What follows belongs to an exercise in optimizing a design on an open flow for small area; a production flow would make more cautious choices. Only simulation tests tie the RTL to the original design; equivalence was not proved. No activity file was given, so power comes from the tool's default toggle rates.

build 34:
// user_stream_adder_c0
module user_stream_adder_c0
#(
  parameter int          AXI_DATA_BITS  = 512,
  parameter int          AXIL_DATA_BITS = 64,
  parameter int          AXI_ADDR_BITS  = 64,
  parameter int          PID_BITS       = 6,
  parameter logic [63:0] ID_VALUE       = ID_VALUE_DEF
) (
  input  logic                          aclk,
  input  logic                          areset,
  input  logic [AXI_ADDR_BITS-1:0]      axi_ctrl_awaddr,
  input  logic                          axi_ctrl_awvalid,
  output logic                          axi_ctrl_awready,
  input  logic [AXIL_DATA_BITS-1:0]     axi_ctrl_wdata,
  input  logic [AXIL_DATA_BITS/8-1:0]   axi_ctrl_wstrb,
  input  logic                          axi_ctrl_wvalid,
  output logic                          axi_ctrl_wready,
  output logic [1:0]                    axi_ctrl_bresp,
  output logic                          axi_ctrl_bvalid,
  ...
Size: about 1400 flip-flops, about 0.066 mm^2 of cells after synthesis.
==> flow/config.mk <==
export PLATFORM = sky130hd
export DESIGN_NAME = user_stream_adder_c0
export DESIGN_NICKNAME = user_stream_adder_c0
export VERILOG_FILES = /design/flow/design.v
export SDC_FILE = /design/flow/constraint.sdc
export NUM_CORES = 4
export LEC_CHECK = 0
export CAP_MARGIN = 20
export CORE_AREA = 2 2 148 848
export CTS_BUF_LIST = sky130_fd_sc_hd__clkbuf_8
export DIE_AREA = 0 0 150 850
export SLEW_MARGIN = 20
==> flow/constraint.sdc <==
create_clock -name core_clock -period 5.0 [get_ports {aclk}]
set_input_delay 1.0000 -clock core_clock [delete_from_list [all_inputs] [get_ports {aclk}]]
set_output_delay 1.0000 -clock core_clock [all_outputs]
set_load 0.01 [all_outputs]
standard.sh (not shown) runs the stock make flow with config.mk's settings and CLKGATE_MAP_FILE= SYNTH_SCRIPT=/design/flow/synth_recipe.tcl, a recipe that flattens the netlist after the stock synthesis.
==> flow/flow/run.sh <==
#!/bin/bash
# Standard ORFS layout (the standard.sh) with two changes to how it is
# built: port buffers use the smallest buffer cell instead of the default
# delay-buffer choice, and clock tree synthesis clusters more flip-flops per
# leaf buffer and inserts no dummy balancing loads.
set -euo pipefail
export BUFFER_PORTS_ARGS="-buffer_cell sky130_fd_sc_hd__buf_1"
export CTS_ARGS="-sink_clustering_enable -repair_clock_nets -buf_list sky130_fd_sc_hd__clkbuf_8 -dont_use_dummy_load -sink_clustering_size 13 -sink_clustering_max_diameter 50"
bash standard.sh synth > synth.log 2>&1
bash standard.sh finish > finish.log 2>&1
### build 34 -> build 26
- DIE_AREA: 0 0 150 850 -> 0 0 200 800
- CORE_AREA: 2 2 148 848 -> 2 2 198 798
--- outcome ---
Diff build 34 -> build 26: detail-routed net length per standard cell +5.9 um, total power saw an increase.
Final non-filler cell area: build 26 vs build 34 up about 1.4%
Number of antenna violations at the first check in global routing in build 26 is about 100% higher than in build 34
Relative to build 26, the following input files were edited for build 84:
- DIE_AREA now 0 0 150 850, was 0 0 200 800
- CORE_AREA now 2 2 148 848, was 2 2 198 798
-- flow/flow/run.sh --
<<< build 26, line 7
export BUFFER_PORTS_ARGS="-buffer_cell sky130_fd_sc_hd__buf_1"
export CTS_ARGS="-sink_clustering_enable -repair_clock_nets -buf_list sky130_fd_sc_hd__clkbuf_8 -dont_use_dummy_load -sink_clustering_size 13 -sink_clustering_max_diameter 50"
bash standard.sh synth > synth.log 2>&1
>>> build 84, line 7
export BUFFER_PORTS_ARGS="-buffer_cell sky130_fd_sc_hd__buf_1"
export CTS_ARGS='-sink_clustering_enable -repair_clock_nets -buf_list {sky130_fd_sc_hd__clkbuf_4 sky130_fd_sc_hd__clkbuf_8} -dont_use_dummy_load -sink_clustering_size 10 -sink_clustering_max_diameter 40'
bash standard.sh synth > synth.log 2>&1
### Flow results
- Cell area | build 84 vs build 26 | build 84 smaller
- In the metrics for build 84 and build 26, the one carrying the lower core utilization is build 26.
- Build 84 vs. build 26: fraction of power spent switching nets decreased by 1.1 points relative to the old numbers, row count increased by about 6% relative to the old numbers, final period utilization decreased by 5.5 points relative to the old numbers.
The following lists how build 24 was set up differently from build 84:
- GPL_TIMING_DRIVEN now 0, previously not set
- CORE_AREA now 2 2 118 878, was 2 2 148 848
- DIE_AREA now 0 0 120 880, was 0 0 150 850
- CTS_BUF_LIST now sky130_fd_sc_hd__clkbuf_16, was sky130_fd_sc_hd__clkbuf_8
-- flow/flow/run.sh --
<<< build 84, line 7
export BUFFER_PORTS_ARGS="-buffer_cell sky130_fd_sc_hd__buf_1"
export CTS_ARGS='-sink_clustering_enable -repair_clock_nets -buf_list {sky130_fd_sc_hd__clkbuf_4 sky130_fd_sc_hd__clkbuf_8} -dont_use_dummy_load -sink_clustering_size 10 -sink_clustering_max_diameter 40'
bash standard.sh synth > synth.log 2>&1
>>> build 24, line 7
export BUFFER_PORTS_ARGS="-buffer_cell sky130_fd_sc_hd__buf_1"
export CTS_ARGS="-sink_clustering_enable -repair_clock_nets -buf_list sky130_fd_sc_hd__clkbuf_16 -dont_use_dummy_load -sink_clustering_size 26 -sink_clustering_max_diameter 45"
bash standard.sh synth > synth.log 2>&1
==> run notes <==
From build 84 to build 24 the numbers moved as follows: number of core rows shows an increase of 3.5%, count of clock-buffer cells in the layout shows a reduction of about 64%, total clock buffers created by CTS shows a reduction of about 64%, routed wire length shows an increase of 26 mm.
Sort build 24 and build 84 by antenna diode count, descending, and build 24 comes first.
Build 24 ended up with fewer standard cells than build 84.
Diff build 84..build 24 | design area | negligible
Summary of the comparison: post-placement worst setup slack is lower in build 24, relative to build 84.
According to the power report, total power for build 24 is lower than for build 84.
Going from build 84 to build 24, the global-route total usage across every layer was found to have gone up by 12 points.
For build 40, these inputs were changed with respect to build 24:
- CAP_MARGIN changed from 20 to 5
- SLEW_MARGIN changed from 20 to 5
- DIE_AREA changed from 0 0 120 880 to 0 0 200 800
- CORE_AREA changed from 2 2 118 878 to 2 2 198 798
- CTS_BUF_LIST changed from sky130_fd_sc_hd__clkbuf_16 to sky130_fd_sc_hd__clkbuf_8
- GPL_TIMING_DRIVEN removed (was 0)
-- flow/flow/run.sh --
<<< build 24, line 7
export BUFFER_PORTS_ARGS="-buffer_cell sky130_fd_sc_hd__buf_1"
export CTS_ARGS="-sink_clustering_enable -repair_clock_nets -buf_list sky130_fd_sc_hd__clkbuf_16 -dont_use_dummy_load -sink_clustering_size 26 -sink_clustering_max_diameter 45"
bash standard.sh synth > synth.log 2>&1
>>> build 40, line 7
export BUFFER_PORTS_ARGS="-buffer_cell sky130_fd_sc_hd__buf_1"
export CTS_ARGS="-sink_clustering_enable -repair_clock_nets -buf_list sky130_fd_sc_hd__clkbuf_8 -dont_use_dummy_load -sink_clustering_size 13 -sink_clustering_max_diameter 50"
bash standard.sh synth > synth.log 2>&1
Results
Between build 24 and build 40, the flow reports count of clock-net buffers in the final layout increasing by more than half.
The estimated power of build 40 ends up higher than the estimate for build 24.
Cell row count (build 40 vs. build 24) decreases by a little under 10%

==> afterwards: timing with drivers on the ports <==
Ports are ideal in the flow. The routed layouts listed here were re-timed in OpenROAD.
Step 1 assumes that a clkbuf_16 drives the clock port and a buf_2 every other input.
Step 2 adds t to the input delays and takes it off the output delays; t is the mean of the earliest and latest rising clock arrival at the registers after step 1. Input paths then give back, and output paths get back, about the clock's delay inside the block.
a / b / c = ideal / step 1 / step 2; a / b = the first two.
run	shift t [ns]	setup slack, ns	latest minus earliest clock arrival (ns)
build 34	0.914	0.480 / 0.480 / 0.480	0.076 / 0.076
build 26	0.969	0.213 / 0.213 / 0.077	0.099 / 0.098
build 84	0.972	0.487 / 0.487 / 0.487	0.089 / 0.089
build 24	0.831	0.011 / 0.011 / 0.011	0.047 / 0.047
build 40	0.969	0.213 / 0.213 / 0.077	0.099 / 0.098
After both steps every run listed still meets setup and hold.
